What follows belongs to an exercise in optimizing a design on an open flow for small area, a short achievable clock period and few clock cycles per item; a production flow would make more cautious choices. In this exercise RTL edits were held to simulation tests only and were not proved equivalent to the original. No activity file was given, so power comes from the tool's default toggle rates.

## willow
Design sha1_message_digest, start of the top module:
module sha1_message_digest (
  input  logic        clk_i,
  input  logic        rst_ni,
  input  logic        in_valid_i,
  output logic        in_ready_o,
  input  logic [7:0]  data_byte_i,
  input  logic        byte_present_i,
  input  logic        last_i,
  output logic        out_valid_o,
  input  logic        out_ready_i,
  output logic [31:0] digest_word_o,
  output logic [2:0]  word_index_o,
  output logic        last_word_o
);
Settings: LEC_CHECK=0, ABC_CLOCK_PERIOD_IN_PS=3000, CAP_MARGIN=20, CORE_MARGIN=2, CORE_UTILIZATION=60, SETUP_SLACK_MARGIN=5, SLEW_MARGIN=20, TNS_END_PERCENT=0; clock period 8.0 ns.
run.sh (not shown) runs the stock make flow with config.mk's settings and CLKGATE_MAP_FILE= SYNTH_SCRIPT=/design/flow/synth_recipe.tcl, a recipe that flattens the netlist after the stock synthesis.
Testbench counts of willow, summed over its fixed seeds: cycles 69,889, bytes 46,322.
Edits applied to the flow inputs when going from willow to maple:
# willow
export LEC_CHECK = 0
export ABC_CLOCK_PERIOD_IN_PS = 3000
export CAP_MARGIN = 20
export CORE_MARGIN = 2
export CORE_UTILIZATION = 60
export SETUP_SLACK_MARGIN = 5
export SLEW_MARGIN = 20
export TNS_END_PERCENT = 0
create_clock -name core_clock -period 8.0 [get_ports {clk_i}]
# maple
export LEC_CHECK = 0
export ABC_CLOCK_PERIOD_IN_PS = 3000
export CAP_MARGIN = 20
export CORE_MARGIN = 2
export CORE_UTILIZATION = 60
export CTS_BUF_LIST = sky130_fd_sc_hd__clkbuf_8
export PLACE_DENSITY = 0.72
export SETUP_SLACK_MARGIN = 5
export SLEW_MARGIN = 20
export TNS_END_PERCENT = 0
create_clock -name core_clock -period 8.0 [get_ports {clk_i}]
==> comparison <==
Total number of vias (maple over willow): increase, 1463
Diff willow -> maple: core region area roughly the same; cell area roughly the same; number of distinct library cell variants in the gate-level netlist after synthesis roughly the same; maximum number of pins on one net before global-route repair lower; final estimated routing congestion in global placement lower.
Against willow, maple reports a global-route total usage across every layer that is higher.
What garnet does differently from maple at the input level:
# maple
export LEC_CHECK = 0
export ABC_CLOCK_PERIOD_IN_PS = 3000
export CAP_MARGIN = 20
export CORE_MARGIN = 2
export CORE_UTILIZATION = 60
export CTS_BUF_LIST = sky130_fd_sc_hd__clkbuf_8
export PLACE_DENSITY = 0.72
export SETUP_SLACK_MARGIN = 5
export SLEW_MARGIN = 20
export TNS_END_PERCENT = 0
create_clock -name core_clock -period 8.0 [get_ports {clk_i}]
# garnet
export LEC_CHECK = 0
export ABC_CLOCK_PERIOD_IN_PS = 3000
export CAP_MARGIN = 10
export CORE_MARGIN = 2
export CORE_UTILIZATION = 60
export CTS_BUF_LIST = sky130_fd_sc_hd__clkbuf_8
export SETUP_SLACK_MARGIN = 5
export SLEW_MARGIN = 10
export TNS_END_PERCENT = 0
create_clock -name core_clock -period 8.0 [get_ports {clk_i}]
maple and garnet ended up with roughly the same clock insertion delay at the later pin of the skew report. Taking garnet as 1.0, maple lands at 1.17 on non-clock buffer count. When the final numbers for maple and garnet were put side by side, the number of stages on the worst setup path turned out to be greater in maple.
#### Input delta (tundra over garnet)
# garnet
export LEC_CHECK = 0
export ABC_CLOCK_PERIOD_IN_PS = 3000
export CAP_MARGIN = 10
export CORE_MARGIN = 2
export CORE_UTILIZATION = 60
export CTS_BUF_LIST = sky130_fd_sc_hd__clkbuf_8
export SETUP_SLACK_MARGIN = 5
export SLEW_MARGIN = 10
export TNS_END_PERCENT = 0
create_clock -name core_clock -period 8.0 [get_ports {clk_i}]
# tundra
export LEC_CHECK = 0
export ABC_CLOCK_PERIOD_IN_PS = 3000
export CAP_MARGIN = 20
export CORE_MARGIN = 2
export CORE_UTILIZATION = 60
export CTS_BUF_LIST = sky130_fd_sc_hd__clkbuf_8
export SETUP_SLACK_MARGIN = 5
export SLEW_MARGIN = 20
export TNS_END_PERCENT = 5
create_clock -name core_clock -period 8.0 [get_ports {clk_i}]
Notes after the runs:
Compared with garnet, tundra shows a higher power density over the cells. Compared with garnet, in tundra number of buffers inserted by post-CTS setup repair increased by 69 relative to the old numbers, worst setup slack rose by 0.0042 ns, worst hold slack shows a reduction of 0.0040 ns.

## what the ideal ports hide
No port has a modelled driver above. Below, the same layouts with a new extraction and two added sets of constraints. Step 1: set_driving_cell puts a clkbuf_16 on clk_i and a buf_2 on each other input, an assumption about the parent block. Step 2, shift: input delay + t, output delay - t, t = (earliest + latest rising clock arrival at the registers) / 2. This alone moves slack from input paths to output paths. Three values: ideal ports, drivers, drivers and shift; two values: the first two.
run | t (ns) | slack for setup (ns) | worst hold slack (ns) | slew at the worst register clock pin (ns)
willow | 0.859 | 4.235 / 4.235 / 3.742 | 0.414 / 0.414 / 0.414 | 0.07 / 0.07
maple | 1.028 | 4.228 / 4.228 / 3.568 | 0.392 / 0.392 / 0.392 | 0.07 / 0.07
garnet | 1.006 | 4.185 / 4.185 / 3.762 | 0.391 / 0.391 / 0.391 | 0.07 / 0.07
tundra | 1.019 | 4.189 / 4.189 / 3.747 | 0.387 / 0.387 / 0.387 | 0.07 / 0.07
After both steps setup and hold are still met in every run listed. The setup slack of maple, which loses most, moves by 0.000 ns with the drivers and by -0.660 ns with both steps.
